Context: an optimization exercise on an open-source flow, tuned for small area and a short achievable clock period. The choices shown serve that exercise and are no tape-out recipe.
Only simulation tests tie the RTL to the original design; equivalence was not proved.
No activity file was given, so power comes from the tool's default toggle rates.

$ cat design/flow/flow/run.sh
#!/bin/bash
# The standard layout, with plain sky130_fd_sc_hd__buf_1 cells as the
# input and output port buffers (buffer_ports otherwise picks a slow delay
# buffer); timing repair sizes them up where needed. The flow's full output
# goes to standard.log.
set -euo pipefail
export BUFFER_PORTS_ARGS="-buffer_cell sky130_fd_sc_hd__buf_1"
bash standard.sh > standard.log 2>&1
$ cat design/flow/standard.sh
#!/bin/bash
# synth_recipe.tcl (not shown) runs the flow's synth.tcl, then flattens the netlist and writes it again
# the make line also repeats each setting of config.mk as NAME=value (left out here)
make -C /OpenROAD-flow-scripts/flow DESIGN_CONFIG=/design/flow/config.mk WORK_HOME=/design/flow/orfs CLKGATE_MAP_FILE= SYNTH_SCRIPT=/design/flow/synth_recipe.tcl "${@:-finish}"
$ cat design/flow/config.mk
export PLATFORM = sky130hd
export DESIGN_NAME = csr_unit
export DESIGN_NICKNAME = csr_unit
export VERILOG_FILES = /design/flow/design.v
export SDC_FILE = /design/flow/constraint.sdc
export NUM_CORES = 4
export LEC_CHECK = 0
export ABC_AREA = 1
export CAP_MARGIN = 20
export CORE_MARGIN = 2
export CORE_UTILIZATION = 40
export CTS_BUF_LIST = sky130_fd_sc_hd__clkbuf_8
export SETUP_SLACK_MARGIN = 2.4
export SLEW_MARGIN = 20
$ cat design/flow/constraint.sdc
create_clock -name core_clock -period 5.0 [get_ports {clk}]
set_input_delay 1.0000 -clock core_clock [delete_from_list [all_inputs] [get_ports {clk}]]
set_output_delay 1.0000 -clock core_clock [all_outputs]
set_load 0.01 [all_outputs]
$ cat design/flow/design.v
module csr_unit (
  input  logic        clk,
  input  logic        rst_n,
  input  logic        req_valid,
  output logic        req_ready,
  input  logic [1:0]  req_op,
  input  logic [11:0] req_addr,
  input  logic [31:0] req_wdata,
  output logic        rsp_valid,
  output logic [31:0] rsp_rdata,
  output logic        rsp_illegal,
  input  logic [1:0]  evt_kind,
  input  logic [3:0]  evt_cause,
  input  logic [31:0] evt_pc,
  input  logic [31:0] evt_tval,
  output logic        redirect_valid,
  output logic [31:0] redirect_pc,
  output logic [1:0]  priv,
  output logic        machine_interrupt
);
  localparam logic [31:0] MISA  = 32'h4014_0100;
  localparam logic [31:0] MS_K  = 32'h0000_19aa;
  localparam logic [31:0] S_INT = 32'h0000_0222;
  logic [31:0] mstatus_k, mie_k, mip_k;         
  logic [31:0] mstatus_r, mie_r, mip_r;         
  logic        v_mstatus, v_mie, v_mip;
  logic [31:0] medeleg_r, mtvec_r, mscratch_r, mepc_r, mcause_r, mtval_r;
  logic [31:0] stvec_r, sscratch_r, sepc_r, scause_r, stval_r;
  logic        v_medeleg, v_mtvec, v_mscratch, v_mepc, v_mcause, v_mtval;
  logic        v_stvec, v_sscratch, v_sepc, v_scause, v_stval;
  logic [1:0]  priv_q;
  logic        mint_q;
  logic [31:0] mstatus, mie, mip;
  logic [31:0] medeleg, mtvec, mscratch, mepc, mcause, mtval;
  logic [31:0] stvec, sscratch, sepc, scause, stval;
  assign mstatus  = (mstatus_k & MS_K)  | (mstatus_r & ~MS_K  & {32{v_mstatus}});
  assign mie      = (mie_k     & S_INT) | (mie_r     & ~S_INT & {32{v_mie}});
  assign mip      = (mip_k     & S_INT) | (mip_r     & ~S_INT & {32{v_mip}});
  assign medeleg  = medeleg_r  & {32{v_medeleg}};
  assign mtvec    = mtvec_r    & {32{v_mtvec}};
  assign mscratch = mscratch_r & {32{v_mscratch}};
  assign mepc     = mepc_r     & {32{v_mepc}};
  assign mcause   = mcause_r   & {32{v_mcause}};
  assign mtval    = mtval_r    & {32{v_mtval}};
  assign stvec    = stvec_r    & {32{v_stvec}};
  assign sscratch = sscratch_r & {32{v_sscratch}};
  assign sepc     = sepc_r     & {32{v_sepc}};
  assign scause   = scause_r   & {32{v_scause}};
  assign stval    = stval_r    & {32{v_stval}};
  assign priv              = priv_q;
  assign machine_interrupt = mint_q;
  logic [3:0] icause, icause_n;
  logic exc, mret, sret, irq, trap, to_s, ent_s, ent_m;
  assign exc   = (evt_kind == 2'd1);
  assign mret  = (evt_kind == 2'd2);
  assign sret  = (evt_kind == 2'd3);
  assign irq   = (evt_kind == 2'd0) && mint_q;
  assign trap  = (evt_kind != 2'd0) || mint_q;
  assign to_s  = exc && (priv_q != 2'b11) && medeleg[evt_cause];
  assign ent_s = to_s;
  assign ent_m = (exc && !to_s) || irq;
  logic ok_s, ok_m;
  logic s_sstatus, s_sie, s_stvec, s_sscratch, s_sepc, s_scause, s_stval, s_sip;
  logic s_mstatus, s_misa, s_medeleg, s_mie, s_mtvec, s_mscratch, s_mepc, s_mcause, s_mtval, s_mip;
  logic legal, xfer;
  assign ok_s = (priv_q != 2'b00);
  assign ok_m = (priv_q == 2'b11);
  assign s_sstatus  = ok_s && (req_addr == 12'h100);
  assign s_sie      = ok_s && (req_addr == 12'h104);
  assign s_stvec    = ok_s && (req_addr == 12'h105);
  assign s_sscratch = ok_s && (req_addr == 12'h140);
  assign s_sepc     = ok_s && (req_addr == 12'h141);
  assign s_scause   = ok_s && (req_addr == 12'h142);
  assign s_stval    = ok_s && (req_addr == 12'h143);
  assign s_sip      = ok_s && (req_addr == 12'h144);
  assign s_mstatus  = ok_m && (req_addr == 12'h300);
  assign s_misa     = ok_m && (req_addr == 12'h301);
  assign s_medeleg  = ok_m && (req_addr == 12'h302);
  assign s_mie      = ok_m && (req_addr == 12'h304);
  assign s_mtvec    = ok_m && (req_addr == 12'h305);
  assign s_mscratch = ok_m && (req_addr == 12'h340);
  assign s_mepc     = ok_m && (req_addr == 12'h341);
  assign s_mcause   = ok_m && (req_addr == 12'h342);
  assign s_mtval    = ok_m && (req_addr == 12'h343);
  assign s_mip      = ok_m && (req_addr == 12'h344);
  assign legal = s_sstatus | s_sie | s_stvec | s_sscratch | s_sepc | s_scause | s_stval | s_sip |
                 s_mstatus | s_misa | s_medeleg | s_mie | s_mtvec | s_mscratch | s_mepc |
                 s_mcause | s_mtval | s_mip;
  assign req_ready = !trap;
  assign xfer      = req_valid && !trap;
  logic [31:0] out_d, out_q;
  logic [31:0] act, set;
  assign act = {32{req_op == 2'd0}} | ({32{req_op[0] ^ req_op[1]}} & req_wdata);
  assign set = {32{!req_op[1]}} & req_wdata;
  logic w_sstatus, w_sie, w_stvec, w_sscratch, w_sepc, w_scause, w_stval, w_sip;
  logic w_mstatus, w_medeleg, w_mie, w_mtvec, w_mscratch, w_mepc, w_mcause, w_mtval, w_mip;
  assign w_sstatus  = xfer && s_sstatus;
  assign w_sie      = xfer && s_sie;
  assign w_stvec    = xfer && s_stvec;
  assign w_sscratch = xfer && s_sscratch;
  assign w_sepc     = xfer && s_sepc;
  assign w_scause   = xfer && s_scause;
  assign w_stval    = xfer && s_stval;
  assign w_sip      = xfer && s_sip;
  assign w_mstatus  = xfer && s_mstatus;
  assign w_medeleg  = xfer && s_medeleg;
  assign w_mie      = xfer && s_mie;
  assign w_mtvec    = xfer && s_mtvec;
  assign w_mscratch = xfer && s_mscratch;
  assign w_mepc     = xfer && s_mepc;
  assign w_mcause   = xfer && s_mcause;
  assign w_mtval    = xfer && s_mtval;
  assign w_mip      = xfer && s_mip;
  logic [31:0] ms_w;    
  always_comb begin
    ms_w = (mstatus & ~act) | (set & act);
    if (ms_w[12:11] == 2'b10) ms_w[12:11] = 2'b00;
  end
  logic [31:0] mstatus_n;
  always_comb begin
    mstatus_n = mstatus_k;
    if (ent_s) begin
      mstatus_n[8] = priv_q[0];
      mstatus_n[5] = mstatus_k[1];
      mstatus_n[1] = 1'b0;
    end else if (ent_m) begin
      mstatus_n[12:11] = priv_q;
      mstatus_n[7]     = mstatus_k[3];
      mstatus_n[3]     = 1'b0;
    end else if (mret) begin
      mstatus_n[3]     = mstatus_k[7];
      mstatus_n[7]     = 1'b1;
      mstatus_n[12:11] = 2'b00;
    end else if (sret) begin
      mstatus_n[1] = mstatus_k[5];
      mstatus_n[5] = 1'b1;
      mstatus_n[8] = 1'b0;
    end else if (w_mstatus) begin
      mstatus_n = ms_w;
    end else if (w_sstatus) begin
      mstatus_n[1] = ms_w[1];
      mstatus_n[5] = ms_w[5];
      mstatus_n[8] = ms_w[8];
    end
  end
  logic [1:0] priv_n;
  always_comb begin
    priv_n = priv_q;
    if (ent_s)      priv_n = 2'b01;
    else if (ent_m) priv_n = 2'b11;
    else if (mret)  priv_n = mstatus_k[12:11];
    else if (sret)  priv_n = {1'b0, mstatus_k[8]};
  end
  logic [31:0] mie_n, mip_n;
  always_comb begin
    mie_n = mie;
    if (w_mie)      mie_n = (mie & ~act) | (set & act);
    else if (w_sie) mie_n = (mie & ~(act & S_INT)) | (set & act & S_INT);
    mip_n = mip;
    if (w_mip)      mip_n = (mip & ~act) | (set & act);
    else if (w_sip) mip_n = (mip & ~(act & S_INT)) | (set & act & S_INT);
  end
  logic [31:0] pend_n;
  logic        mint_n;
  assign pend_n = mip_n & mie_n & 32'h0000_0aaa;
  assign mint_n = (|pend_n) && ((priv_n != 2'b11) || mstatus_n[3]);
  always_comb begin
    if      (pend_n[11]) icause_n = 4'd11;
    else if (pend_n[3])  icause_n = 4'd3;
    else if (pend_n[7])  icause_n = 4'd7;
    else if (pend_n[9])  icause_n = 4'd9;
    else if (pend_n[1])  icause_n = 4'd1;
    else                 icause_n = 4'd5;
  end
  always_ff @(posedge clk or negedge rst_n) begin
    if (!rst_n) begin
      mstatus_k <= '0;
      mie_k     <= '0;
      mip_k     <= '0;
      priv_q    <= 2'b11;
      mint_q    <= 1'b0;
      icause    <= 4'd5;
    end else begin
      mstatus_k <= mstatus_n & MS_K;
      mie_k     <= mie_n & S_INT;
      mip_k     <= mip_n & S_INT;
      priv_q    <= priv_n;
      mint_q    <= mint_n;
      icause    <= icause_n;
    end
  end
  always_ff @(posedge clk or negedge rst_n) begin
    if (!rst_n) begin
      v_mstatus  <= 1'b0;
      v_mie      <= 1'b0;
      v_mip      <= 1'b0;
      v_medeleg  <= 1'b0;
      v_mtvec    <= 1'b0;
      v_mscratch <= 1'b0;
      v_mepc     <= 1'b0;
      v_mcause   <= 1'b0;
      v_mtval    <= 1'b0;
      v_stvec    <= 1'b0;
      v_sscratch <= 1'b0;
      v_sepc     <= 1'b0;
      v_scause   <= 1'b0;
      v_stval    <= 1'b0;
    end else begin
      if (w_mstatus)         v_mstatus  <= 1'b1;
      if (w_mie)             v_mie      <= 1'b1;
      if (w_mip)             v_mip      <= 1'b1;
      if (w_medeleg)         v_medeleg  <= 1'b1;
      if (w_mtvec)           v_mtvec    <= 1'b1;
      if (w_mscratch)        v_mscratch <= 1'b1;
      if (ent_m || w_mepc)   v_mepc     <= 1'b1;
      if (ent_m || w_mcause) v_mcause   <= 1'b1;
      if (ent_m || w_mtval)  v_mtval    <= 1'b1;
      if (w_stvec)           v_stvec    <= 1'b1;
      if (w_sscratch)        v_sscratch <= 1'b1;
      if (ent_s || w_sepc)   v_sepc     <= 1'b1;
      if (ent_s || w_scause) v_scause   <= 1'b1;
      if (ent_s || w_stval)  v_stval    <= 1'b1;
    end
  end
  logic ew_mstatus, ew_mie, ew_mip, ew_medeleg, ew_mtvec, ew_mscratch, ew_stvec, ew_sscratch;
  logic ew_mepc, ew_mcause, ew_mtval, ew_sepc, ew_scause, ew_stval;
  assign ew_mstatus  = w_mstatus  && !v_mstatus;
  assign ew_mie      = w_mie      && !v_mie;
  assign ew_mip      = w_mip      && !v_mip;
  assign ew_medeleg  = w_medeleg  && !v_medeleg;
  assign ew_mtvec    = w_mtvec    && !v_mtvec;
  assign ew_mscratch = w_mscratch && !v_mscratch;
  assign ew_stvec    = w_stvec    && !v_stvec;
  assign ew_sscratch = w_sscratch && !v_sscratch;
  assign ew_mepc     = ent_m || (w_mepc   && !v_mepc);
  assign ew_mcause   = ent_m || (w_mcause && !v_mcause);
  assign ew_mtval    = ent_m || (w_mtval  && !v_mtval);
  assign ew_sepc     = ent_s || (w_sepc   && !v_sepc);
  assign ew_scause   = ent_s || (w_scause && !v_scause);
  assign ew_stval    = ent_s || (w_stval  && !v_stval);
  logic [31:0] mcause_t, mtval_t;
  assign mcause_t = evt_kind[0] ? {28'd0, evt_cause} : {1'b1, 27'd0, icause};
  assign mtval_t  = evt_kind[0] ? evt_tval : 32'd0;
  always_ff @(posedge clk) begin
    for (int i = 0; i < 32; i++) begin
      if (!MS_K[i]  && ((w_mstatus && act[i]) || ew_mstatus)) mstatus_r[i] <= set[i];
      if (!S_INT[i] && ((w_mie && act[i]) || ew_mie))         mie_r[i]     <= set[i];
      if (!S_INT[i] && ((w_mip && act[i]) || ew_mip))         mip_r[i]     <= set[i];
      if ((w_medeleg  && act[i]) || ew_medeleg)  medeleg_r[i]  <= set[i];
      if ((w_mtvec    && act[i]) || ew_mtvec)    mtvec_r[i]    <= set[i];
      if ((w_mscratch && act[i]) || ew_mscratch) mscratch_r[i] <= set[i];
      if ((w_stvec    && act[i]) || ew_stvec)    stvec_r[i]    <= set[i];
      if ((w_sscratch && act[i]) || ew_sscratch) sscratch_r[i] <= set[i];
      if ((w_mepc   && act[i]) || ew_mepc)   mepc_r[i]   <= w_mepc ? set[i] : evt_pc[i];
      if ((w_mcause && act[i]) || ew_mcause) mcause_r[i] <= w_mcause ? set[i] : mcause_t[i];
      if ((w_mtval  && act[i]) || ew_mtval)  mtval_r[i]  <= w_mtval ? set[i] : mtval_t[i];
      if ((w_sepc   && act[i]) || ew_sepc)   sepc_r[i]   <= w_sepc ? set[i] : evt_pc[i];
      if ((w_scause && act[i]) || ew_scause) scause_r[i] <= w_scause ? set[i] : ((i < 4) ? evt_cause[i % 4] : 1'b0);
      if ((w_stval  && act[i]) || ew_stval)  stval_r[i]  <= w_stval ? set[i] : evt_tval[i];
    end
  end
  always_ff @(posedge clk or negedge rst_n) begin
    if (!rst_n) begin
      rsp_valid      <= 1'b0;
      redirect_valid <= 1'b0;
    end else begin
      rsp_valid      <= xfer;
      redirect_valid <= trap;
    end
  end
  always_ff @(posedge clk) begin
    out_q       <= out_d;
    rsp_illegal <= !legal;
  end
  assign rsp_rdata   = out_q;
  assign redirect_pc = out_q;
  logic [29:0] vt;
  logic [4:0]  vt_lo;
  logic [25:0] vt_hi1;
  logic        t_m, t_v, t_s;
  assign vt_lo  = {1'b0, mtvec[5:2]} + {1'b0, icause};
  assign vt_hi1 = mtvec[31:6] + 26'd1;
  assign vt     = {vt_lo[4] ? vt_hi1 : mtvec[31:6], vt_lo[3:0]};
  assign t_v    = irq && mtvec[0];
  assign t_m    = (irq && !mtvec[0]) || (exc && !to_s);
  assign t_s    = exc && to_s;
  logic r_sstatus, r_sie, r_stvec, r_sscratch, r_sepc, r_scause, r_stval, r_sip;
  logic r_mstatus, r_misa, r_medeleg, r_mie, r_mtvec, r_mscratch, r_mepc, r_mcause, r_mtval, r_mip;
  assign r_sstatus  = s_sstatus  && xfer;
  assign r_sie      = s_sie      && xfer;
  assign r_stvec    = s_stvec    && xfer;
  assign r_sscratch = s_sscratch && xfer;
  assign r_sepc     = s_sepc     && xfer;
  assign r_scause   = s_scause   && xfer;
  assign r_stval    = s_stval    && xfer;
  assign r_sip      = s_sip      && xfer;
  assign r_mstatus  = s_mstatus  && xfer;
  assign r_misa     = s_misa     && xfer;
  assign r_medeleg  = s_medeleg  && xfer;
  assign r_mie      = s_mie      && xfer;
  assign r_mtvec    = s_mtvec    && xfer;
  assign r_mscratch = s_mscratch && xfer;
  assign r_mepc     = s_mepc     && xfer;
  assign r_mcause   = s_mcause   && xfer;
  assign r_mtval    = s_mtval    && xfer;
  assign r_mip      = s_mip      && xfer;
  assign out_d = ({32{r_sstatus}}  & (mstatus & 32'h0000_0122)) |
                 ({32{r_sie}}      & (mie & S_INT)) |
                 ({32{r_stvec}}    & stvec) |
                 ({32{t_s}}        & {stvec[31:2], 2'b00}) |
                 ({32{r_sscratch}} & sscratch) |
                 ({32{r_sepc || sret}} & sepc) |
                 ({32{r_scause}}   & scause) |
                 ({32{r_stval}}    & stval) |
                 ({32{r_sip}}      & (mip & S_INT)) |
                 ({32{r_mstatus}}  & mstatus) |
                 ({32{r_misa}}     & MISA) |
                 ({32{r_medeleg}}  & medeleg) |
                 ({32{r_mie}}      & mie) |
                 ({32{r_mtvec}}    & mtvec) |
                 ({32{t_m}}        & {mtvec[31:2], 2'b00}) |
                 ({32{t_v}}        & {vt, 2'b00}) |
                 ({32{r_mscratch}} & mscratch) |
                 ({32{r_mepc || mret}} & mepc) |
                 ({32{r_mcause}}   & mcause) |
                 ({32{r_mtval}}    & mtval) |
                 ({32{r_mip}}      & mip);
endmodule
==> results of run 1 <==
[routing by layer]
| layer | vias to the layer above | share of wire [%] | GRT usage (%) |
|---|---|---|---|
| li1 | 10800 | - | - |
| met3 | 202 | 15 | 9.81 |
| met4 | 0 | 3.5 | 11.9 |
| met1 | 11800 | 40 | 44.6 |
| met5 | - | 0 | 0 |
| met2 | 1804 | 42 | 44.0 |
[kinds of logic after synthesis]
kind of cell             synth area share, %
flip-flops                              55.3
AND/OR/NAND/NOR                         23.3
AO/OA/AOI/OAI                           13.5
adder cells (fa/ha/maj)                0.313
buffers and inverters                   7.59
[stage by stage]
| stage | power, uW | worst slack [ns] | utilization (%) | cells | instance area (um2) |
|---|---|---|---|---|---|
| floorplan | 5340 | 2.38 | - | 3096 | 26800 |
| global placement | 5670 | 0.981 | 42.1 | 3958 | 27600 |
| detailed placement | 5680 | 1.01 | 42.1 | 3958 | 27600 |
| CTS | 9380 | 2.38 | 45.8 | 4158 | 30000 |
| global route | 9670 | 2.34 | 46.8 | 4185 | 30700 |
| finish | 9450 | 2.34 | 46.8 | 4185 | 30700 |
[layout make-up]
class | count | area, um2
repair buffers | 316 | 2130
flip-flops and latches | 503 | 14600
well taps | 864 | 1080
inverters | 215 | 841
repair inverters | 1 | 6.26
multi-input cells | 2128 | 10400
diodes | 1 | 2.50
clock inverters | 70 | 450
clock buffers | 87 | 1200
fillers | 6325 | 34800
[cell usage after synthesis (all sizes together), types with 2 or more instances]
cell / number
a22oi: 4
buf: 98
or2: 2
a21oi: 302
and2: 3
nor4: 2
nand2: 781
nor2: 306
o211ai: 2
clkinv: 2
dfxtp: 33
ha: 5
dfrtp: 32
inv: 213
clkbuf: 152
edfxtp: 435
nand3b: 2
a31oi: 2
nor3b: 3
nor3: 13
o21a: 2
o21ai: 373
nand3: 265
a22o: 2
nand4: 48
dfstp: 3
[worst register-to-register path, stage by stage, from the launching register on]
cell      delay (ns)
dfrtp_1         0.57
nor2_4          0.10
buf_12          0.14
nand2_8         0.13
nor2_4          0.09
nand2_4         0.13
nand2_1         0.09
buf_8           0.18
nand2_2         0.18
clkinv_4        0.17
nand2_1         0.20
nand2_1         0.10
a21oi_1         0.23
nand4_1         0.18
[what timing repair did]
item | CTS | global route
buffers inserted | 42 | 23
pin swaps | 15 | 22
endpoints found under the setup margin | 380 | 293
gates resized for setup | 75 | 107
hold buffers | 0 | 0
gates cloned | 1 | 2
[power groups by stage]
stage	Combinational, uW	Clock, uW	Sequential, uW
after floorplan	504	0	4830
after global placement	813	0	4860
after detailed placement	817	0	4860
after CTS	855	3750	4770
after global routing	980	3910	4780
final	927	3750	4770
[final timing paths]
path	startpoint	end
setup / recovery	evt_kind[1]	out_q[17]$_DFF_P_
hold / removal	rst_n	mip_k[5]$_DFF_PN0_
setup reg to reg	mint_q$_DFF_PN0_	out_q[17]$_DFF_P_
hold reg to reg	stvec_r[8]$_DFFE_PP_	out_q[8]$_DFF_P_
max in group asynchronous	rst_n	v_medeleg$_DFFE_PN0P_
min in group core_clock	stvec_r[8]$_DFFE_PP_	out_q[8]$_DFF_P_
==> results.cfg, run 1 <==
[pwr]
ir_drop_mv = 0.163
power_density_nw_per_um2 = 308
power.share.clock_pct = 39.7
power.switching_uw = 2640
power.leakage_uw = 0.0126
p_sw_share_pct = 27.9
p_comb_share_pct = 9.8
p_int_uw = 6820
pwr-share-seq_pct = 50.5

[floorplan]
rows = 94
core-area_um2 = 65500
start_util_pct = 40.3
fp.dieW_um = 261
io_pins = 190
dieArea_um2 = 68100
die_h_um = 261

[grt]
grt_max_degree = 98
antenna_found_initial = 1
grtUsageTotal_pct = 31.2
grt_pass1_vias = 22200
grt_overflow_total = 0
grt_pass1_wl_um = 154000

[clock_network]
clock_latency_ns = 0.71
cts_tree = yes
htreeDepth = 3
clock_path_buffers = 3
clk_pin_slew_ns = 0.07
cts_made_buffers = 85
root_buffer = clkbuf_8
cts_sinks = 503

[placed_design]
hpwlAfterDp_um = 72900
place.gp.congestion = 0.980
io_buffer_count = 189

[timing]
rsz0062_at_grt = yes
relSlewSlack_pct = 19.8
fin_skew_ns = 0.0379
tightest_slew_ns = 1.20
hold_ws_ns = 0.377
setup_viol = 0
post-route-period-util_pct = 53.3
period_needed_ns = 2.66
hold_viol = 0
max_freq_mhz = 375
setup_tns_ns = 0
slew_viol_final = 0

[synth]
synth_largest_area_cell = edfxtp_1
synth_edf_count = 435
yosys_most_used_dff = edfxtp_1
synth-seq-area-share_pct = 55.3
synth.top_cell.area_share_pct = 49.5
synth-seq-cells = 503
syn_nets = 3221
synthTopCellsByArea = edfxtp_1 (49%), nand2_1 (11%), o21ai_0 (7.0%)
syn-instance-count = 3096
yosysWarnings = 1
synthArstFlopShare_pct = 6.96
yosysUniqueCellTypes = 56
synth_area_um2 = 26400
avgSynthCellArea_um2 = 8.53

[detailed_routing]
post_drt_via_cell_ratio = 5.88
avgRoutedWirePerCell_um = 26.0
drc = 0
totalWireLength_um = 109000
dr.first_iter.drc_count = 3751
ant_nets = 0
vias = 24600
first_pass_iters = 7

[critical_path]
cp.required_ns = 5.55
rrSetupSlack_ns = 2.36
endpoint_kind = flip-flop
critPathTopFamily = simple AND/OR/NAND/NOR gates
crit_buf_inv = 5
critPathSlowestCell = a21oi_1
worstSetupPathType = input pin to flip-flop
ff2ff_path_depth = 13
cp.arrival_ns = 3.22
path_depth = 16
cp_cell_sequence = buf_2, inv_2, nand2_4, nor2_4, buf_12, nand2_8, nor2_4, nand2_4, nand2_1, buf_8, nand2_2, clkinv_4, nand2_1, nand2_1, a21oi_1, nand4_1
path_common_cell = nand2_1
path_max_fanout = 20
worst_setup_path_start_kind = input pin
cpPeakStageDelay_ns = 0.23

[cells_and_area]
final_cell_mix = nand2_1 (752), edfxtp_1 (435), o21ai_0 (320), a21oi_1 (270), nor2_1 (244)
mostFrequentLayoutCell = nand2_1
drive_above_1_share_pct = 13.1
nets = 3375
syn2layout_area_growth_pct = 16.2

[min_path]
min_path_type = input pin to asynchronous set/reset pin

[outcome]
status = complete, no violations

[run]
maxCapViolCount = 0
==> run 2: changes to the inputs <==
--- a/design/flow/config.mk
+++ b/design/flow/config.mk
@@ -11,4 +11,6 @@
 export CORE_UTILIZATION = 40
 export CTS_BUF_LIST = sky130_fd_sc_hd__clkbuf_8
+export CTS_CLUSTER_DIAMETER = 60
+export CTS_CLUSTER_SIZE = 14
 export SETUP_SLACK_MARGIN = 2.4
 export SLEW_MARGIN = 20
==> results.cfg, run 2 <==
[grt]
grt_pass1_wl_um = 152000
grt_pass1_vias = 21800
antenna_found_initial = 3
grt_overflow_total = 0
grtUsageTotal_pct = 30.8
grt_max_degree = 98

[synth]
yosys_most_used_dff = edfxtp_1
syn_nets = 3221
yosysUniqueCellTypes = 56
avgSynthCellArea_um2 = 8.53
synth-seq-cells = 503
synthArstFlopShare_pct = 6.96
synth-seq-area-share_pct = 55.3
syn-instance-count = 3096
synth_edf_count = 435
yosysMostFrequentCell = nand2_1
synth_largest_area_cell = edfxtp_1
synth.top_cell.area_share_pct = 49.5
synth_area_um2 = 26400
synthTopCellsByArea = edfxtp_1 (49%), nand2_1 (11%), o21ai_0 (7.0%)
yosysWarnings = 1
synthTopCellsByCount = nand2_1 (767), edfxtp_1 (435), o21ai_0 (367), a21oi_1 (299), nor2_1 (282)

[clock_network]
clk_pin_slew_ns = 0.09
cts_made_buffers = 45
cts_sinks = 503
clock_path_buffers = 3
cts_tree = yes
root_buffer = clkbuf_8
htreeDepth = 2
clock_latency_ns = 0.70
cts_hold_buf = 0

[detailed_routing]
first_pass_iters = 6
ant_nets = 0
vias = 24300
drc = 0
totalWireLength_um = 108000
avgRoutedWirePerCell_um = 26.3
dr.first_iter.drc_count = 3992
post_drt_via_cell_ratio = 5.92

[cells_and_area]
finish.utilization_pct = 45.6
drive_above_1_share_pct = 11.6
nets = 3331
syn2layout_area_growth_pct = 13.2
mostFrequentLayoutCell = nand2_1
nFillCells = 6423
final_cell_mix = nand2_1 (752), edfxtp_1 (435), o21ai_0 (320), a21oi_1 (268), nor2_1 (246)

[timing]
hold_viol = 0
setup_viol = 0
relSlewSlack_pct = 21.7
post-route-period-util_pct = 52.1
max_freq_mhz = 384
tightest_slew_ns = 1.17
period_needed_ns = 2.61
rsz0062_at_grt = yes
slew_viol_final = 0
setup_tns_ns = 0
fin_skew_ns = 0.0291

[pwr]
power.switching_uw = 2350
ir_drop_mv = 0.174
p_int_uw = 6020
p_comb_share_pct = 11.1
power.leakage_uw = 0.0121
power.total_uw = 8370
pwr-share-seq_pct = 56.9
power.share.clock_pct = 32.0
power_density_nw_per_um2 = 280
p_sw_share_pct = 28.1

[critical_path]
r2r_start = v_mtvec$_DFFE_PN0P_
worstSetupPathType = input pin to output port
cp.arrival_ns = 1.61
worst_setup_path_start_kind = input pin
path_max_fanout = 7
cp-startpoint = evt_kind[1]
rrSetupSlack_ns = 2.42
cp.required_ns = 4.00
endpoint_kind = output port
ff2ff_path_depth = 10
reg2reg_to = out_q[4]$_DFF_P_

[floorplan]
dieArea_um2 = 68100
die_h_um = 261
start_util_pct = 40.3
core-area_um2 = 65500
fp.dieW_um = 261
io_pins = 190
rows = 94

[run]
maxCapViolCount = 0

[outcome]
status = complete, no violations

[placed_design]
hpwlAfterDp_um = 72900
io_buffer_count = 189
place.gp.congestion = 0.980

[min_path]
min_path_type = input pin to asynchronous set/reset pin
-- run 2: worst max-delay path by stage --
| stage | end | slack, ns | depth (start not counted) |
|---|---|---|---|
| 4_1_cts | out_q[17]$_DFF_P_ | 2.39 | 16 |
| 6_report | req_ready | 2.39 | 5 |
| 2_1_floorplan | medeleg_r[18]$_DFFE_PP_ | 2.38 | 9 |
| 3_5_place_dp | out_q[6]$_DFF_P_ | 1.01 | 14 |
| 3_3_place_gp | out_q[6]$_DFF_P_ | 0.98 | 14 |
| 5_1_grt | out_q[4]$_DFF_P_ | 2.34 | 10 |
-- run 2: critical path, cell delays in order --
cell and delay (ns):
buf_2 0.15, inv_2 0.10, nand2_4 0.08, nor2_4 0.14, buf_2 0.15
-- run 2: power groups by stage --
stage	registers (uW)	clock network, uW	logic, uW
2_1_floorplan	4830	0	504
3_3_place_gp	4860	0	813
3_5_place_dp	4860	0	817
4_1_cts	4760	2670	854
5_1_grt	4780	2790	979
6_report	4770	2680	926
-- run 2: area by class of cell --
type / count / area, um2 / area share [%]
diodes: 2 / 5.00 / 0.0168
clock buffers: 48 / 661 / 2.21
clock inverters: 29 / 243 / 0.813
inverters: 215 / 838 / 2.81
multi-input cells: 2128 / 10300 / 34.6
flip-flops and latches: 503 / 14600 / 48.9
well taps: 864 / 1080 / 3.62
repair buffers: 312 / 2080 / 6.96
repair inverters: 1 / 6.26 / 0.0209
-- run 2: kinds of logic (layout without fill, tap and decap cells) --
kind of cell,count (synthesis),count (layout),synth area share (%)
compound gates,696,696,13.5
fa+ha+maj,6,6,0.313
flops,503,503,55.3
simple gates,1426,1426,23.3
other cells,0,2,0
buf+inv,465,605,7.59
-- run 2: per-layer routing --
| layer | up-vias | part of all wire, % | GRT usage, % |
|---|---|---|---|
| li1 | 10700 | - | - |
| met1 | 11700 | 40 | 44.5 |
| met2 | 1746 | 42 | 43.3 |
| met3 | 213 | 15 | 9.67 |
| met4 | 0 | 3.5 | 10.7 |
| met5 | - | 0 | 0 |
-- run 2: repair_timing --
item | in CTS | in global routing
pin swaps | 15 | 17
gates cloned | 0 | 3
setup endpoints to repair | 397 | 264
hold endpoints to repair | 0 | 0
setup buffers | 41 | 20
gates resized for setup | 78 | 97
-- run 2: stage by stage --
| step | cells | setup WS, ns | hold slack [ns] | cell area [um2] |
|---|---|---|---|---|
| floorplan | 3096 | 2.38 | 0.435 | 26800 |
| global placement | 3958 | 0.981 | 0.439 | 27600 |
| detailed placement | 3958 | 1.01 | 0.443 | 27600 |
| CTS | 4076 | 2.39 | 0.380 | 29300 |
| global route | 4102 | 2.34 | 0.405 | 29900 |
| finish | 4102 | 2.39 | 0.377 | 29900 |
==> run 3: changes to the inputs <==
--- a/design/flow/design.v
+++ b/design/flow/design.v
@@ -30,4 +30,6 @@
   logic        v_stvec, v_sscratch, v_sepc, v_scause, v_stval;
   logic [1:0]  priv_q;
+  logic [1:0]  privn_q;   
+  assign priv_q = ~privn_q;
   logic        mint_q;
   logic [31:0] mstatus, mie, mip;
@@ -178,5 +180,5 @@
       mie_k     <= '0;
       mip_k     <= '0;
-      priv_q    <= 2'b11;
+      privn_q   <= 2'b00;
       mint_q    <= 1'b0;
       icause    <= 4'd5;
@@ -185,5 +187,5 @@
       mie_k     <= mie_n & S_INT;
       mip_k     <= mip_n & S_INT;
-      priv_q    <= priv_n;
+      privn_q   <= ~priv_n;
       mint_q    <= mint_n;
       icause    <= icause_n;
@@ -239,7 +241,8 @@
   assign ew_scause   = ent_s || (w_scause && !v_scause);
   assign ew_stval    = ent_s || (w_stval  && !v_stval);
-  logic [31:0] mcause_t, mtval_t;
-  assign mcause_t = evt_kind[0] ? {28'd0, evt_cause} : {1'b1, 27'd0, icause};
-  assign mtval_t  = evt_kind[0] ? evt_tval : 32'd0;
+  logic [31:0] epc_d, cause_d, tval_d;
+  assign epc_d   = xfer ? set : evt_pc;
+  assign cause_d = xfer ? set : (evt_kind[0] ? {28'd0, evt_cause} : {1'b1, 27'd0, icause});
+  assign tval_d  = xfer ? set : (evt_kind[0] ? evt_tval : 32'd0);
   always_ff @(posedge clk) begin
     for (int i = 0; i < 32; i++) begin
@@ -252,10 +255,10 @@
       if ((w_stvec    && act[i]) || ew_stvec)    stvec_r[i]    <= set[i];
       if ((w_sscratch && act[i]) || ew_sscratch) sscratch_r[i] <= set[i];
-      if ((w_mepc   && act[i]) || ew_mepc)   mepc_r[i]   <= w_mepc ? set[i] : evt_pc[i];
-      if ((w_mcause && act[i]) || ew_mcause) mcause_r[i] <= w_mcause ? set[i] : mcause_t[i];
-      if ((w_mtval  && act[i]) || ew_mtval)  mtval_r[i]  <= w_mtval ? set[i] : mtval_t[i];
-      if ((w_sepc   && act[i]) || ew_sepc)   sepc_r[i]   <= w_sepc ? set[i] : evt_pc[i];
-      if ((w_scause && act[i]) || ew_scause) scause_r[i] <= w_scause ? set[i] : ((i < 4) ? evt_cause[i % 4] : 1'b0);
-      if ((w_stval  && act[i]) || ew_stval)  stval_r[i]  <= w_stval ? set[i] : evt_tval[i];
+      if ((w_mepc   && act[i]) || ew_mepc)   mepc_r[i]   <= epc_d[i];
+      if ((w_mcause && act[i]) || ew_mcause) mcause_r[i] <= cause_d[i];
+      if ((w_mtval  && act[i]) || ew_mtval)  mtval_r[i]  <= tval_d[i];
+      if ((w_sepc   && act[i]) || ew_sepc)   sepc_r[i]   <= epc_d[i];
+      if ((w_scause && act[i]) || ew_scause) scause_r[i] <= cause_d[i];
+      if ((w_stval  && act[i]) || ew_stval)  stval_r[i]  <= tval_d[i];
     end
   end
@@ -307,6 +310,5 @@
   assign out_d = ({32{r_sstatus}}  & (mstatus & 32'h0000_0122)) |
                  ({32{r_sie}}      & (mie & S_INT)) |
-                 ({32{r_stvec}}    & stvec) |
-                 ({32{t_s}}        & {stvec[31:2], 2'b00}) |
+                 ({{30{r_stvec || t_s}}, {2{r_stvec}}} & stvec) |
                  ({32{r_sscratch}} & sscratch) |
                  ({32{r_sepc || sret}} & sepc) |
@@ -318,6 +320,5 @@
                  ({32{r_medeleg}}  & medeleg) |
                  ({32{r_mie}}      & mie) |
-                 ({32{r_mtvec}}    & mtvec) |
-                 ({32{t_m}}        & {mtvec[31:2], 2'b00}) |
+                 ({{30{r_mtvec || t_m}}, {2{r_mtvec}}} & mtvec) |
                  ({32{t_v}}        & {vt, 2'b00}) |
                  ({32{r_mscratch}} & mscratch) |
==> results.cfg, run 3 <==
[cells_and_area]
final_area_um2 = 29500
multi_input_area_um2 = 9750
syn2layout_area_growth_pct = 15.1
nFillCells = 6058
nets = 3205
instances_no_fill = 3965
regArea_um2 = 14600
mostFrequentLayoutCell = nand2_1
drive_above_1_share_pct = 12.6
final_cell_mix = nand2_1 (733), edfxtp_1 (435), a21oi_1 (292), nand3_1 (249), inv_1 (221)

[clock_network]
clock_latency_ns = 0.70
cts_made_buffers = 47
cts_sinks = 503
cts_tree = yes
clock_path_buffers = 3
clk_pin_slew_ns = 0.09
root_buffer = clkbuf_8
htreeDepth = 2
cts_hold_buf = 0

[grt]
grt_max_degree = 54
grt_overflow_total = 0
grt_pass1_wl_um = 157000
antenna_found_initial = 3
grtUsageTotal_pct = 32.7
grt_pass1_vias = 22500

[critical_path]
worstSetupPathType = flip-flop to flip-flop
path_common_cell = nand2_4
ff2ff_path_depth = 15
cp_cell_sequence = nand2_4, inv_4, ha_4, a21oi_2, nand2_4, clkinvlp_4, buf_12, nor2_4, nand2_4, nor2_4, nand2_2, nand3_2, nand2_1, nor2_1, nand4_1
endpoint_kind = flip-flop
cp.required_ns = 5.54
reg2reg_to = out_q[24]$_DFF_P_
cpPeakStageDelay_ns = 0.58
path_max_fanout = 7
worst_setup_path_start_kind = flip-flop
critPathSlowestCell = dfrtp_4
cp.arrival_ns = 3.19
r2r_start = v_mtvec$_DFFE_PN0P_
rrSetupSlack_ns = 2.35

[synth]
synth-seq-cells = 503
yosys_most_used_dff = edfxtp_1
synth_largest_area_cell = edfxtp_1
avgSynthCellArea_um2 = 8.77
synth_area_um2 = 25700
syn_nets = 3050
synth.top_cell.area_share_pct = 50.9
synthArstFlopShare_pct = 6.96
synth_edf_count = 435
yosysWarnings = 1
synthTopCellsByCount = nand2_1 (751), edfxtp_1 (435), a21oi_1 (317), nand3_1 (264), nor2_1 (235)
synthTopCellsByArea = edfxtp_1 (51%), nand2_1 (11%), a21oi_1 (6.2%)
synth-seq-area-share_pct = 56.9
yosysUniqueCellTypes = 51
yosysMostFrequentCell = nand2_1
syn-instance-count = 2925

[detailed_routing]
vias = 24200
drc = 0
dr.first_iter.drc_count = 4098
avgRoutedWirePerCell_um = 28.5
post_drt_via_cell_ratio = 6.11
totalWireLength_um = 113000
first_pass_iters = 6
ant_nets = 0

[floorplan]
io_pins = 190
rows = 92
start_util_pct = 40.6
fp.dieW_um = 257
die_h_um = 257
core-area_um2 = 63200
dieArea_um2 = 66200

[placed_design]
placed_area_um2 = 26800
pre_cts_slack_ns = 0.806
place.gp.congestion = 0.992
hpwlAfterDp_um = 67300
dp.cells = 3793
io_buffer_count = 189

[timing]
slew_viol_final = 0
relSlewSlack_pct = 21.6
hold_viol = 0
setup_ws_ns = 2.35
setup_tns_ns = 0
post-route-period-util_pct = 53.0
tightest_slew_ns = 1.18
fin_skew_ns = 0.0533
period_needed_ns = 2.65
max_freq_mhz = 378
setup_viol = 0
rsz0062_at_grt = yes

[run]
maxCapViolCount = 0

[pwr]
ir_drop_mv = 0.219
power.leakage_uw = 0.0120
power_density_nw_per_um2 = 280

[outcome]
status = complete, no violations

[min_path]
min_path_type = input pin to asynchronous set/reset pin
==> run 3: changes by cell type after synthesis, sizes merged, moves of 5 or more <==
cell    before  now
nand2      781  766
a21oi      302  320
inv        213  227
clkbuf     152  126
nand3      265  270
nor2       306  257
o21ai      373  254
==> run 3: timing repair <==
action | 4_1_cts | 5_1_grt
setup endpoints to repair | 413 | 274
setup buffers | 54 | 24
cloned | 3 | 2
pin swaps | 18 | 25
resized for setup | 114 | 113
==> run 3: worst max-delay path: cells and delay by family, from the launching register on <==
kind	cells	cell delay (ns)
buffers and inverters	3	0.34
adder cells (fa/ha/maj)	1	0.29
AND/OR/NAND/NOR	10	1.20
AO/OA/AOI/OAI	1	0.08
flip-flops	1	0.58
==> run 3: power by group <==
group          total, uW  internal (uW)  switching (uW)
Sequential          4770           4700            73.9
Clock               2610           1020            1590
Combinational        885            228             657
Total               8270           5950            2320
==> run 3: worst max-delay path by stage <==
stage	from	depth (start not counted)	to	slack [ns]
floorplan	evt_kind[1]	11	mepc_r[9]$_DFFE_PP_	2.40
global placement	evt_kind[1]	13	out_q[18]$_DFF_P_	0.76
detailed placement	evt_kind[1]	13	out_q[18]$_DFF_P_	0.81
CTS	req_valid	14	out_q[16]$_DFF_P_	2.32
global route	v_mtvec$_DFFE_PN0P_	12	out_q[27]$_DFF_P_	2.32
finish	v_mtvec$_DFFE_PN0P_	15	out_q[24]$_DFF_P_	2.35
==> run 3: per-stage QoR <==
| stage | utilization (%) | hold slack, ns | total power, uW |
|---|---|---|---|
| finish | 46.7 | 0.354 | 8270 |
| global route | 46.7 | 0.404 | 8450 |
| CTS | 45.6 | 0.393 | 8180 |
| detailed placement | 42.5 | 0.450 | 5620 |
| global placement | 42.5 | 0.435 | 5610 |
| floorplan | - | 0.435 | 5310 |
==> run 3: final cells by class <==
class,instances,area share (%)
clock inverter,36,0.737
tap,846,3.58
multi-input combinational,1971,33.0
timing repair buffer,329,7.61
sequential,503,49.5
timing repair inverter,1,0.0297
clock buffer,51,2.38
antenna,1,0.00847
inverter,227,3.15
==> run 3: logic make-up (layout without fill, tap and decap cells) <==
family / after synthesis / in the layout / share of synthesized area (%)
simple gates: 1370 / 1372 / 23.2
compound gates: 591 / 591 / 11.8
flops: 503 / 503 / 56.9
buf+inv: 453 / 644 / 7.74
fa+ha+maj: 6 / 6 / 0.322
xor+xnor: 1 / 1 / 0.0341
mux: 1 / 1 / 0.0390
other cells: 0 / 1 / 0
==> run 3: layer usage <==
layer	wire [um]	track usage [%]	part of all wire [%]
met1	41900	43.7	37
met2	47800	48.5	42
met3	16200	9.17	14
met4	6900	16.8	6.1
met5	116	0	0.10
==> run 4: changes to the inputs <==
--- a/design/flow/config.mk
+++ b/design/flow/config.mk
@@ -13,4 +13,4 @@
 export CTS_CLUSTER_DIAMETER = 60
 export CTS_CLUSTER_SIZE = 14
-export SETUP_SLACK_MARGIN = 2.4
+export SETUP_SLACK_MARGIN = 2.5
 export SLEW_MARGIN = 20
==> results.cfg, run 4 <==
[timing]
slew_viol_final = 0
relSlewSlack_pct = 25.2
rsz0062_at_grt = yes
tightest_slew_ns = 1.12
hold_viol = 0
post-route-period-util_pct = 51.5
period_needed_ns = 2.58
setup_ws_ns = 2.42
fin_skew_ns = 0.0388
setup_viol = 0
max_freq_mhz = 388
setup_tns_ns = 0
hold_ws_ns = 0.386

[critical_path]
path_max_fanout = 3
r2r_start = v_medeleg$_DFFE_PN0P_
critPathTopFamily = buffers and inverters
cpPeakStageDelay_ns = 0.13
path_common_cell = buf_6
cp.arrival_ns = 1.58
critPathSlowestCell = buf_6
ff2ff_path_depth = 14
cp_cell_sequence = buf_1, buf_6, inv_4, nand2_4, nor2_4, buf_6
reg2reg_to = sepc_r[0]$_DFFE_PP_
endpoint_kind = output port
crit_buf_inv = 4
rrSetupSlack_ns = 2.44
worstSetupPathType = input pin to output port
worst_setup_path_start_kind = input pin
cp.required_ns = 4.00

[detailed_routing]
dr.first_iter.drc_count = 4142
drc = 0
totalWireLength_um = 117000
first_pass_iters = 6
post_drt_via_cell_ratio = 6.11
vias = 24700
avgRoutedWirePerCell_um = 28.9
ant_nets = 0

[cells_and_area]
syn2layout_area_growth_pct = 20.6
drive_above_1_share_pct = 17.1
final_cell_mix = nand2_1 (732), edfxtp_1 (435), a21oi_1 (285), nand3_1 (239), inv_1 (209)
finish.utilization_pct = 49.0
nets = 3279
mostFrequentLayoutCell = nand2_1

[synth]
synth_largest_area_cell = edfxtp_1
synth_xor_xnor_area_share_pct = 0.0341
synth_compound_area_share_pct = 11.8
synth.top_cell.area_share_pct = 50.9
synth_top_family_by_area = simple AND/OR/NAND/NOR gates
yosysUniqueCellTypes = 51
yosys_most_used_dff = edfxtp_1
synth-seq-area-share_pct = 56.9
synth_area_um2 = 25700
yosysMostFrequentCell = nand2_1
synthTopCellsByArea = edfxtp_1 (51%), nand2_1 (11%), a21oi_1 (6.2%)
synthMuxAreaShare_pct = 0.0390
synthArstFlopShare_pct = 6.96
synth-seq-cells = 503
synthAdderAreaFrac_pct = 0.322
avgSynthCellArea_um2 = 8.77
syn_nets = 3050
yosys.area_share.simple_pct = 23.2
syn-instance-count = 2925
synthTopCellsByCount = nand2_1 (751), edfxtp_1 (435), a21oi_1 (317), nand3_1 (264), nor2_1 (235)
synth_edf_count = 435
yosysWarnings = 1

[floorplan]
start_util_pct = 40.6
dieArea_um2 = 66200
rows = 92
core-area_um2 = 63200
io_pins = 190
die_h_um = 257
fp.dieW_um = 257

[pwr]
power.leakage_uw = 0.0126
ir_drop_mv = 0.159
power.total_uw = 8410
power_density_nw_per_um2 = 272

[placed_design]
pre_cts_slack_ns = 0.888
io_buffer_count = 189
hpwlAfterDp_um = 67500
place.gp.congestion = 0.942

[outcome]
status = complete, no violations

[clock_network]
clk_pin_slew_ns = 0.11
clock_latency_ns = 0.70
cts_tree = yes
cts_sinks = 503
cts_made_buffers = 46
root_buffer = clkbuf_8
clock_path_buffers = 3
htreeDepth = 2

[grt]
grt_pass1_wl_um = 158000
grtUsageTotal_pct = 33.0
grt_pass1_vias = 22700
antenna_found_initial = 8
grt_max_degree = 43
grt_overflow_total = 0

[min_path]
min_path_type = input pin to asynchronous set/reset pin

[run]
maxCapViolCount = 0
[run 4: cell counts after synthesis]
Identical to the previous run, type by type.
[run 4: repair_timing]
action / CTS / global route
gates cloned: 12 / 12
buffers inserted: 67 / 61
resized for setup: 123 / 221
pin swaps: 23 / 62
hold buffers: 0 / 0
endpoints found under the setup margin: 427 / 303
[run 4: logic make-up after synthesis]
kind of cell / Yosys count
DFF: 503
adders and majority gates: 6
buffers and inverters: 453
xor gates and xnor gates: 1
AOI/OAI and AO/OA: 591
and+or+nand+nor: 1370
muxes: 1
[run 4: worst max path at each step]
stage / startpoint / endpoint / slack (ns) / cells after the start
final: evt_kind[1] / req_ready / 2.42 / 6
after detailed placement: evt_cause[0] / mcause_r[31]$_DFFE_PP_ / 0.89 / 11
after floorplan: req_op[0] / mepc_r[17]$_DFFE_PP_ / 2.47 / 7
after global placement: evt_cause[0] / mcause_r[31]$_DFFE_PP_ / 0.84 / 11
after CTS: req_addr[5] / mcause_r[14]$_DFFE_PP_ / 2.38 / 11
after global routing: req_addr[5] / mcause_r[14]$_DFFE_PP_ / 2.38 / 9
[run 4: metrics by stage]
step                      instances  cell area, um2
after floorplan                2925           26100
after global placement         3799           27100
after detailed placement       3800           27100
after CTS                      3963           29400
after global routing           4037           30900
final                          4041           31000
[run 4: worst reg2reg max path: cells and delay by family, from the launching register on]
family | cells | cell delay [ns]
AO/OA/AOI/OAI | 2 | 0.15
flip-flops | 1 | 0.58
buffers and inverters | 6 | 0.89
AND/OR/NAND/NOR | 6 | 0.66
[run 4: layout make-up]
class / count / area (um2)
diodes: 5 / 12.5
clock buffers: 48 / 661
clock inverters: 36 / 236
fillers: 5908 / 32200
inverters: 227 / 983
multi-input cells: 1973 / 10100
flip-flops and latches: 503 / 14600
well taps: 846 / 1060
repair buffers: 401 / 3250
repair inverters: 2 / 16.3
[run 4: per-layer routing]
layer | track usage [%] | wire [um] | share of wire, %
met3 | 9.44 | 17300 | 15
met2 | 48.8 | 49000 | 42
met4 | 18.6 | 8390 | 7.2
met5 | 0 | 69 | 0.059
met1 | 43.6 | 41900 | 36
[run 4: where the power goes]
group          internal (uW)  switching, uW  total, uW
clock                   1020           1580       2600
sequential              4700           79.2       4780
combinational            312            729       1040
==> run 5: changes to the inputs <==
--- a/design/flow/design.v
+++ b/design/flow/design.v
@@ -68,22 +68,29 @@
   assign ok_s = (priv_q != 2'b00);
   assign ok_m = (priv_q == 2'b11);
-  assign s_sstatus  = ok_s && (req_addr == 12'h100);
-  assign s_sie      = ok_s && (req_addr == 12'h104);
-  assign s_stvec    = ok_s && (req_addr == 12'h105);
-  assign s_sscratch = ok_s && (req_addr == 12'h140);
-  assign s_sepc     = ok_s && (req_addr == 12'h141);
-  assign s_scause   = ok_s && (req_addr == 12'h142);
-  assign s_stval    = ok_s && (req_addr == 12'h143);
-  assign s_sip      = ok_s && (req_addr == 12'h144);
-  assign s_mstatus  = ok_m && (req_addr == 12'h300);
-  assign s_misa     = ok_m && (req_addr == 12'h301);
-  assign s_medeleg  = ok_m && (req_addr == 12'h302);
-  assign s_mie      = ok_m && (req_addr == 12'h304);
-  assign s_mtvec    = ok_m && (req_addr == 12'h305);
-  assign s_mscratch = ok_m && (req_addr == 12'h340);
-  assign s_mepc     = ok_m && (req_addr == 12'h341);
-  assign s_mcause   = ok_m && (req_addr == 12'h342);
-  assign s_mtval    = ok_m && (req_addr == 12'h343);
-  assign s_mip      = ok_m && (req_addr == 12'h344);
+  logic a_s, a_m, a_0x, a_4x;
+  logic [5:0] a_lo;
+  assign a_s  = ok_s && (req_addr[11:8] == 4'h1);
+  assign a_m  = ok_m && (req_addr[11:8] == 4'h3);
+  assign a_0x = (req_addr[7:4] == 4'h0);
+  assign a_4x = (req_addr[7:4] == 4'h4);
+  always_comb for (int k = 0; k < 6; k++) a_lo[k] = (req_addr[3:0] == k[3:0]);
+  assign s_sstatus  = a_s && a_0x && a_lo[0];
+  assign s_sie      = a_s && a_0x && a_lo[4];
+  assign s_stvec    = a_s && a_0x && a_lo[5];
+  assign s_sscratch = a_s && a_4x && a_lo[0];
+  assign s_sepc     = a_s && a_4x && a_lo[1];
+  assign s_scause   = a_s && a_4x && a_lo[2];
+  assign s_stval    = a_s && a_4x && a_lo[3];
+  assign s_sip      = a_s && a_4x && a_lo[4];
+  assign s_mstatus  = a_m && a_0x && a_lo[0];
+  assign s_misa     = a_m && a_0x && a_lo[1];
+  assign s_medeleg  = a_m && a_0x && a_lo[2];
+  assign s_mie      = a_m && a_0x && a_lo[4];
+  assign s_mtvec    = a_m && a_0x && a_lo[5];
+  assign s_mscratch = a_m && a_4x && a_lo[0];
+  assign s_mepc     = a_m && a_4x && a_lo[1];
+  assign s_mcause   = a_m && a_4x && a_lo[2];
+  assign s_mtval    = a_m && a_4x && a_lo[3];
+  assign s_mip      = a_m && a_4x && a_lo[4];
   assign legal = s_sstatus | s_sie | s_stvec | s_sscratch | s_sepc | s_scause | s_stval | s_sip |
                  s_mstatus | s_misa | s_medeleg | s_mie | s_mtvec | s_mscratch | s_mepc |
@@ -288,24 +295,27 @@
   assign t_m    = (irq && !mtvec[0]) || (exc && !to_s);
   assign t_s    = exc && to_s;
+  logic r_s, r_m;
   logic r_sstatus, r_sie, r_stvec, r_sscratch, r_sepc, r_scause, r_stval, r_sip;
   logic r_mstatus, r_misa, r_medeleg, r_mie, r_mtvec, r_mscratch, r_mepc, r_mcause, r_mtval, r_mip;
-  assign r_sstatus  = s_sstatus  && xfer;
-  assign r_sie      = s_sie      && xfer;
-  assign r_stvec    = s_stvec    && xfer;
-  assign r_sscratch = s_sscratch && xfer;
-  assign r_sepc     = s_sepc     && xfer;
-  assign r_scause   = s_scause   && xfer;
-  assign r_stval    = s_stval    && xfer;
-  assign r_sip      = s_sip      && xfer;
-  assign r_mstatus  = s_mstatus  && xfer;
-  assign r_misa     = s_misa     && xfer;
-  assign r_medeleg  = s_medeleg  && xfer;
-  assign r_mie      = s_mie      && xfer;
-  assign r_mtvec    = s_mtvec    && xfer;
-  assign r_mscratch = s_mscratch && xfer;
-  assign r_mepc     = s_mepc     && xfer;
-  assign r_mcause   = s_mcause   && xfer;
-  assign r_mtval    = s_mtval    && xfer;
-  assign r_mip      = s_mip      && xfer;
+  assign r_s = a_s && !trap;
+  assign r_m = a_m && !trap;
+  assign r_sstatus  = r_s && a_0x && a_lo[0];
+  assign r_sie      = r_s && a_0x && a_lo[4];
+  assign r_stvec    = r_s && a_0x && a_lo[5];
+  assign r_sscratch = r_s && a_4x && a_lo[0];
+  assign r_sepc     = r_s && a_4x && a_lo[1];
+  assign r_scause   = r_s && a_4x && a_lo[2];
+  assign r_stval    = r_s && a_4x && a_lo[3];
+  assign r_sip      = r_s && a_4x && a_lo[4];
+  assign r_mstatus  = r_m && a_0x && a_lo[0];
+  assign r_misa     = r_m && a_0x && a_lo[1];
+  assign r_medeleg  = r_m && a_0x && a_lo[2];
+  assign r_mie      = r_m && a_0x && a_lo[4];
+  assign r_mtvec    = r_m && a_0x && a_lo[5];
+  assign r_mscratch = r_m && a_4x && a_lo[0];
+  assign r_mepc     = r_m && a_4x && a_lo[1];
+  assign r_mcause   = r_m && a_4x && a_lo[2];
+  assign r_mtval    = r_m && a_4x && a_lo[3];
+  assign r_mip      = r_m && a_4x && a_lo[4];
   assign out_d = ({32{r_sstatus}}  & (mstatus & 32'h0000_0122)) |
                  ({32{r_sie}}      & (mie & S_INT)) |
--- a/design/flow/config.mk
+++ b/design/flow/config.mk
@@ -13,4 +13,4 @@
 export CTS_CLUSTER_DIAMETER = 60
 export CTS_CLUSTER_SIZE = 14
-export SETUP_SLACK_MARGIN = 2.5
+export SETUP_SLACK_MARGIN = 2.4
 export SLEW_MARGIN = 20
==> results.cfg, run 5 <==
[clock_network]
clock_latency_ns = 0.71
cts_hold_buf = 0
clk_pin_slew_ns = 0.12
clock_path_buffers = 3
cts_sinks = 503
cts_tree = yes
htreeDepth = 2
root_buffer = clkbuf_8
cts_made_buffers = 46

[synth]
synth-seq-area-share_pct = 56.3
synth_edf_count = 435
synth-seq-cells = 503
yosysWarnings = 1
synthTopCellsByArea = edfxtp_1 (50%), nand2_1 (11%), a21oi_1 (5.8%)
synthArstFlopShare_pct = 6.96
avgSynthCellArea_um2 = 8.55
syn-instance-count = 3033
synth.top_cell.area_share_pct = 50.4
synth_area_um2 = 25900
synth_largest_area_cell = edfxtp_1
yosys_most_used_dff = edfxtp_1
synthTopCellsByCount = nand2_1 (783), edfxtp_1 (435), a21oi_1 (302), nand3_1 (294), nor2_1 (256)
yosysUniqueCellTypes = 42
syn_nets = 3158
yosysMostFrequentCell = nand2_1

[grt]
grtUsageTotal_pct = 31.5
grt_max_degree = 57
grt_pass1_wl_um = 152000
antenna_found_initial = 4
grt_pass1_vias = 21800
grt_overflow_total = 0

[timing]
hold_ws_ns = 0.386
hold_viol = 0
period_needed_ns = 2.66
setup_ws_ns = 2.34
max_freq_mhz = 375
slew_viol_final = 0
post-route-period-util_pct = 53.3
setup_tns_ns = 0
fin_skew_ns = 0.0466
relSlewSlack_pct = 20.6
tightest_slew_ns = 1.19
rsz0062_at_grt = yes
setup_viol = 0

[cells_and_area]
syn2layout_area_growth_pct = 12.5
finish.utilization_pct = 45.4
final_area_um2 = 29200
mostFrequentLayoutCell = nand2_1
nFillCells = 6407
nets = 3296
final_cell_mix = nand2_1 (776), edfxtp_1 (435), a21oi_1 (296), nand3_1 (287), inv_1 (250)
drive_above_1_share_pct = 10.3

[min_path]
min_path_type = input pin to asynchronous set/reset pin

[placed_design]
pre_cts_slack_ns = 0.988
placed_area_um2 = 27300
io_buffer_count = 189
hpwlAfterDp_um = 73200
place.gp.congestion = 0.954

[run]
maxCapViolCount = 0

[critical_path]
worst_setup_path_start_kind = input pin
cp.arrival_ns = 3.05
ff2ff_path_depth = 11
worstSetupPathType = input pin to flip-flop
reg2reg_to = stval_r[21]$_DFFE_PP_
r2r_start = v_medeleg$_DFFE_PN0P_
path_max_fanout = 20
critPathCapture = mie_r[14]$_DFFE_PP_
endpoint_kind = flip-flop
rrSetupSlack_ns = 2.46
cp.required_ns = 5.39
cp-startpoint = req_addr[0]

[detailed_routing]
top_layer_used = met5
drc = 0
first_pass_iters = 6
wl_met1_um = 42500
ant_nets = 0
wl_met3_um = 15700
avgRoutedWirePerCell_um = 26.6
totalWireLength_um = 108000
vias = 24200
post_drt_via_cell_ratio = 5.95
dr.first_iter.drc_count = 4132
wl_met2_um = 45500

[floorplan]
dieArea_um2 = 66900
io_pins = 190
die_h_um = 259
core-area_um2 = 64200
start_util_pct = 40.4
rows = 93
fp.dieW_um = 259

[outcome]
status = complete, no violations

[pwr]
ir_drop_mv = 0.177
power.leakage_uw = 0.0120
power_density_nw_per_um2 = 283
run 5: cell type report:
type | instances | area (um2) | share of cell area, %
repair buffers | 321 | 1940 | 6.64
multi-input cells | 2051 | 9670 | 33.2
clock buffers | 51 | 702 | 2.41
clock inverters | 35 | 180 | 0.618
repair inverters | 2 | 17.5 | 0.0601
well taps | 855 | 1070 | 3.67
flip-flops and latches | 503 | 14600 | 50.1
inverters | 246 | 976 | 3.35
diodes | 2 | 5.00 | 0.0172
run 5: cells by family (layout without fill, tap and decap cells):
logic type	after synthesis	in the layout	synth area share, %
and+or+nand+nor	1470	1471	24.3
DFF	503	503	56.3
AOI/OAI and AO/OA	574	574	11.2
buffers and inverters	480	655	7.83
adders and majority gates	6	6	0.318
other	0	2	0
run 5: report_power, final:
part	total [uW]	internal, uW	switching (uW)
registers	4770	4700	70.9
logic	915	218	698
clock network	2570	970	1600
total	8260	5890	2370
run 5: timing repair:
action                     4_1_cts  5_1_grt
resized for setup               61       79
setup endpoints to repair      450      334
pin swaps                       10       13
cloned                           2        1
setup buffers                   25       23
run 5: stage by stage:
step,std cells,total power [uW]
after floorplan,3033,5300
after global placement,3927,5700
after detailed placement,3927,5700
after CTS,4040,8180
after global routing,4065,8440
final,4066,8260
run 5: per-layer routing:
metal,up-vias,global-route usage [%]
met5,-,0
met4,2,12.5
met3,303,9.22
met2,1877,45.1
met1,11500,44.8
li1,10500,-
run 5: how the worst min path moves through the flow:
stage	from	to	slack [ns]	depth (start not counted)
after floorplan	stvec_r[13]$_DFFE_PP_	out_q[13]$_DFF_P_	0.43	2
after global placement	stvec_r[9]$_DFFE_PP_	out_q[9]$_DFF_P_	0.44	2
after detailed placement	stvec_r[9]$_DFFE_PP_	out_q[9]$_DFF_P_	0.45	2
after CTS	rst_n	v_mtval$_DFFE_PN0P_	0.38	2
after global routing	rst_n	mip_k[1]$_DFF_PN0_	0.43	2
final	rst_n	v_mtval$_DFFE_PN0P_	0.39	2
run 5: worst max-delay path, cell delays in order:
cell,delay (ns)
buf_1,0.12
nor2_1,0.24
nand2_1,0.28
inv_4,0.24
nand3_2,0.23
nor2_4,0.29
inv_4,0.20
buf_4,0.28
a21oi_1,0.15

-- port drivers added, routing unchanged --
How much do the figures lean on ideal ports? The routed layouts below were timed once more, with nothing changed but the port constraints. Step 1 (the two cells are an assumption about what drives the block):
set clk [get_ports {clk}]
set_driving_cell -lib_cell sky130_fd_sc_hd__clkbuf_16 $clk
set_driving_cell -lib_cell sky130_fd_sc_hd__buf_2 [delete_from_list [all_inputs] $clk]
Step 2, shift: input delay + t, output delay - t, t = (earliest + latest rising clock arrival at the registers) / 2. This alone moves slack from input paths to output paths. Three values: ideal ports, drivers, drivers and shift; two values: the first two.
run | t (ns) | setup slack, ns | worst hold slack (ns) | worst setup path at the end | cell pins on the clock port's net
run 1 | 0.752 | 2.335 / 2.362 / 1.618 | 0.377 / 0.340 / 0.456 | input to register | 1
run 2 | 0.746 | 2.393 / 2.371 / 1.705 | 0.377 / 0.340 / 0.463 | input to register | 1
run 3 | 0.732 | 2.352 / 2.352 / 1.704 | 0.354 / 0.322 / 0.479 | input to register | 1
run 4 | 0.744 | 2.424 / 2.399 / 1.736 | 0.386 / 0.350 / 0.481 | input to register | 1
run 5 | 0.746 | 2.337 / 2.343 / 1.632 | 0.386 / 0.349 / 0.469 | input to register | 1
After both steps every run listed still meets setup and hold. For run 1, which loses most, drivers alone change the setup slack by +0.027 ns; drivers and shift together by -0.717 ns.
